Background: an optimization exercise with open tools, aiming at small area. Do not read the settings as production practice. Where RTL was checked, it was by simulation tests only, not by an equivalence proof against the original. Power figures rest on the tool's default switching activity, not on a simulated workload.

// moving_average_mc
module moving_average_mc #(
  parameter int DATA_WIDTH      = 16,
  parameter int CHANNELS        = 4,
  parameter int MAX_WINDOW_LOG2 = 5,
  localparam int CW = (CHANNELS > 1) ? $clog2(CHANNELS) : 1,
  localparam int WW = $clog2(MAX_WINDOW_LOG2 + 1)
) (
  input  logic                  clk,
  input  logic                  reset,
  input  logic [DATA_WIDTH-1:0] input_data,
  input  logic [CW-1:0]         input_channel,
  input  logic                  enable,
  input  logic [WW-1:0]         window,
  output logic [DATA_WIDTH-1:0] output_data,
  output logic [CW-1:0]         output_channel,
  output logic                  output_data_valid,
  output logic                  output_primed
);
  localparam int L  = MAX_WINDOW_LOG2;
  localparam int MW = 1 << L;
  localparam int AW = DATA_WIDTH + L;
  localparam int FW = L + 1;
  logic [WW-1:0]                win_c, cur_win;
  logic                         clear;
  logic [FW-1:0]                fill [CHANNELS];
  logic signed [AW-1:0]         acc  [CHANNELS];
  logic [DATA_WIDTH-1:0]        sr   [CHANNELS][MW];
  logic [FW-1:0]                eff_fill, new_fill;
  logic                         full;
  logic signed [DATA_WIDTH-1:0] x_old;
  logic signed [AW-1:0]         base, acc_new;
  logic                         primed;
  logic                         v1, v2;
  logic signed [AW-1:0]         s1_sum;
  logic [WW-1:0]                s1_win;
  logic [DATA_WIDTH-1:0]        s2_data;
  ...
For scale: about 3,100 cells after synthesis, roughly 44 I/O pins, about 72,000 um2 of cells after synthesis.
==> module moving_average_mc, before the edit <==
module moving_average_mc #(
  parameter int DATA_WIDTH      = 16,
  parameter int CHANNELS        = 4,
  parameter int MAX_WINDOW_LOG2 = 5,
  localparam int CW = (CHANNELS > 1) ? $clog2(CHANNELS) : 1,
  localparam int WW = $clog2(MAX_WINDOW_LOG2 + 1)
) (
  input  logic                  clk,
  input  logic                  reset,
  input  logic [DATA_WIDTH-1:0] input_data,
  input  logic [CW-1:0]         input_channel,
  input  logic                  enable,
  input  logic [WW-1:0]         window,
  output logic [DATA_WIDTH-1:0] output_data,
  output logic [CW-1:0]         output_channel,
  output logic                  output_data_valid,
  output logic                  output_primed
);
  localparam int L  = MAX_WINDOW_LOG2;
  localparam int MW = 1 << L;
  localparam int AW = DATA_WIDTH + L;
  localparam int FW = L + 1;
  logic [WW-1:0]                win_c, cur_win;
  logic                         clear;
  logic [FW-1:0]                fill [CHANNELS];
  logic signed [AW-1:0]         acc  [CHANNELS];
  logic [DATA_WIDTH-1:0]        sr   [CHANNELS][MW];
  logic [FW-1:0]                eff_fill, new_fill;
  logic                         full;
  logic signed [DATA_WIDTH-1:0] x_old;
  logic signed [AW-1:0]         base, acc_new;
  logic                         primed;
  logic                         v1, v2;
  logic signed [AW-1:0]         s1_sum;
  logic [WW-1:0]                s1_win;
  logic [DATA_WIDTH-1:0]        s2_data;
  logic [CW-1:0]                s1_ch, s2_ch;
  logic                         s1_primed, s2_primed;
  always_comb begin
    win_c    = (window > WW'(L)) ? WW'(L) : window;
    clear    = (win_c != cur_win);
    eff_fill = fill[input_channel];
    full     = eff_fill[win_c];
    x_old    = '0;
    for (int c = 0; c < CHANNELS; c++)
      for (int k = 1; k <= L; k++)
        if (input_channel == CW'(c) && win_c == WW'(k) && full)
          x_old = x_old | sr[c][(1 << k) - 1];
    base     = (eff_fill == '0) ? '0 : acc[input_channel];
    acc_new  = {{L{input_data[DATA_WIDTH-1]}}, input_data};
    if (!clear && win_c != '0) acc_new = acc_new + base - {{L{x_old[DATA_WIDTH-1]}}, x_old};
    new_fill = clear ? FW'(1) : full ? eff_fill : eff_fill + FW'(1);
    primed   = new_fill[win_c];
  end
  always_ff @(posedge clk) begin
    for (int c = 0; c < CHANNELS; c++) begin
      if (enable && input_channel == CW'(c)) begin
        sr[c][0] <= input_data;
        for (int i = 1; i < MW; i++) sr[c][i] <= sr[c][i-1];
        acc[c] <= acc_new;
      end
    end
  end
  always_ff @(posedge clk or posedge reset) begin
    if (reset) begin
      cur_win <= '0;
      for (int c = 0; c < CHANNELS; c++) fill[c] <= '0;
    end else begin
      cur_win <= win_c;
      if (clear) begin
        for (int c = 0; c < CHANNELS; c++) fill[c] <= '0;
      end
      if (enable) fill[input_channel] <= new_fill;
    end
  end
  always_ff @(posedge clk) begin
    s1_sum    <= acc_new;
    s1_win    <= win_c;
    s1_ch     <= input_channel;
    s1_primed <= primed;
    s2_data   <= DATA_WIDTH'(s1_sum >>> s1_win);
    s2_ch     <= s1_ch;
    s2_primed <= s1_primed;
  end
  always_ff @(posedge clk or posedge reset) begin
    if (reset) begin
      v1                <= 1'b0;
      v2                <= 1'b0;
      output_data_valid <= 1'b0;
      output_data       <= '0;
      output_channel    <= '0;
      output_primed     <= 1'b0;
    end else begin
      v1                <= enable;
      v2                <= v1;
      output_data_valid <= v2;
      if (v2) begin
        output_data    <= s2_data;
        output_channel <= s2_ch;
        output_primed  <= s2_primed;
      end
    end
  end
endmodule
export LEC_CHECK = 0
export CAP_MARGIN = 20
export CORE_MARGIN = 2
export CORE_UTILIZATION = 40
export CTS_BUF_LIST = sky130_fd_sc_hd__clkbuf_16
export CTS_CLUSTER_DIAMETER = 70
export CTS_CLUSTER_SIZE = 30
export SLEW_MARGIN = 20
create_clock -name core_clock -period 8.0 [get_ports {clk}]
run.sh (not shown) runs the stock make flow with config.mk's settings and CLKGATE_MAP_FILE= SYNTH_SCRIPT=/design/flow/synth_recipe.tcl, a recipe that flattens the netlist after the stock synthesis.
The starting point completed without violations.
Change:
--- a/flow/design.v
+++ b/flow/design.v
@@ -40,18 +40,18 @@
     win_c    = (window > WW'(L)) ? WW'(L) : window;
     clear    = (win_c != cur_win);
     eff_fill = fill[input_channel];
     full     = eff_fill[win_c];
     x_old    = '0;
     for (int c = 0; c < CHANNELS; c++)
-      for (int k = 1; k <= L; k++)
+      for (int k = 0; k <= L; k++)
         if (input_channel == CW'(c) && win_c == WW'(k) && full)
           x_old = x_old | sr[c][(1 << k) - 1];
     base     = (eff_fill == '0) ? '0 : acc[input_channel];
     acc_new  = {{L{input_data[DATA_WIDTH-1]}}, input_data};
-    if (!clear && win_c != '0) acc_new = acc_new + base - {{L{x_old[DATA_WIDTH-1]}}, x_old};
+    if (!clear) acc_new = acc_new + base - {{L{x_old[DATA_WIDTH-1]}}, x_old};
     new_fill = clear ? FW'(1) : full ? eff_fill : eff_fill + FW'(1);
     primed   = new_fill[win_c];
   end
   always_ff @(posedge clk) begin
     for (int c = 0; c < CHANNELS; c++) begin
       if (enable && input_channel == CW'(c)) begin
Register-to-register slack hardly moves.
Setup slack loses 0.22 ns.
Global-route usage fell by 1.2 points.
Design area barely changes.
Fmax drops by a few percent.
Total power rises slightly.
Wire length goes down by a little under a tenth.
Via count is lower slightly.
Cell count goes down slightly.
Sequential share of layout area is lower by 0.24 points.
Clock skew increases by 0.0049 ns.
Die area climbs slightly.
For the second run of this note, only the layout was checked, not whether the RTL still works.

-- afterwards: timing with drivers on the ports --
Ports are ideal in the flow. The routed layouts listed here were re-timed in OpenROAD.
Step 1, drivers: a clkbuf_16 drives clk and a buf_2 each remaining input, both assumed.
Step 2, shift: input delay + t, output delay - t, t = (earliest + latest rising clock arrival at the registers) / 2. This alone moves slack from input paths to output paths.
Slacks: ideal / step 1 / step 2; pairs: ideal / step 1.
run | shift t [ns] | slack for setup (ns) | worst setup path after step 2
the first run | 0.845 | 1.240 / 1.164 / 0.318 | input to register
the second run | 0.828 | 1.024 / 1.017 / 0.190 | input to register
After both steps every run listed still meets setup and hold. For the first run, which loses most, drivers alone change the setup slack by -0.076 ns; drivers and shift together by -0.922 ns.
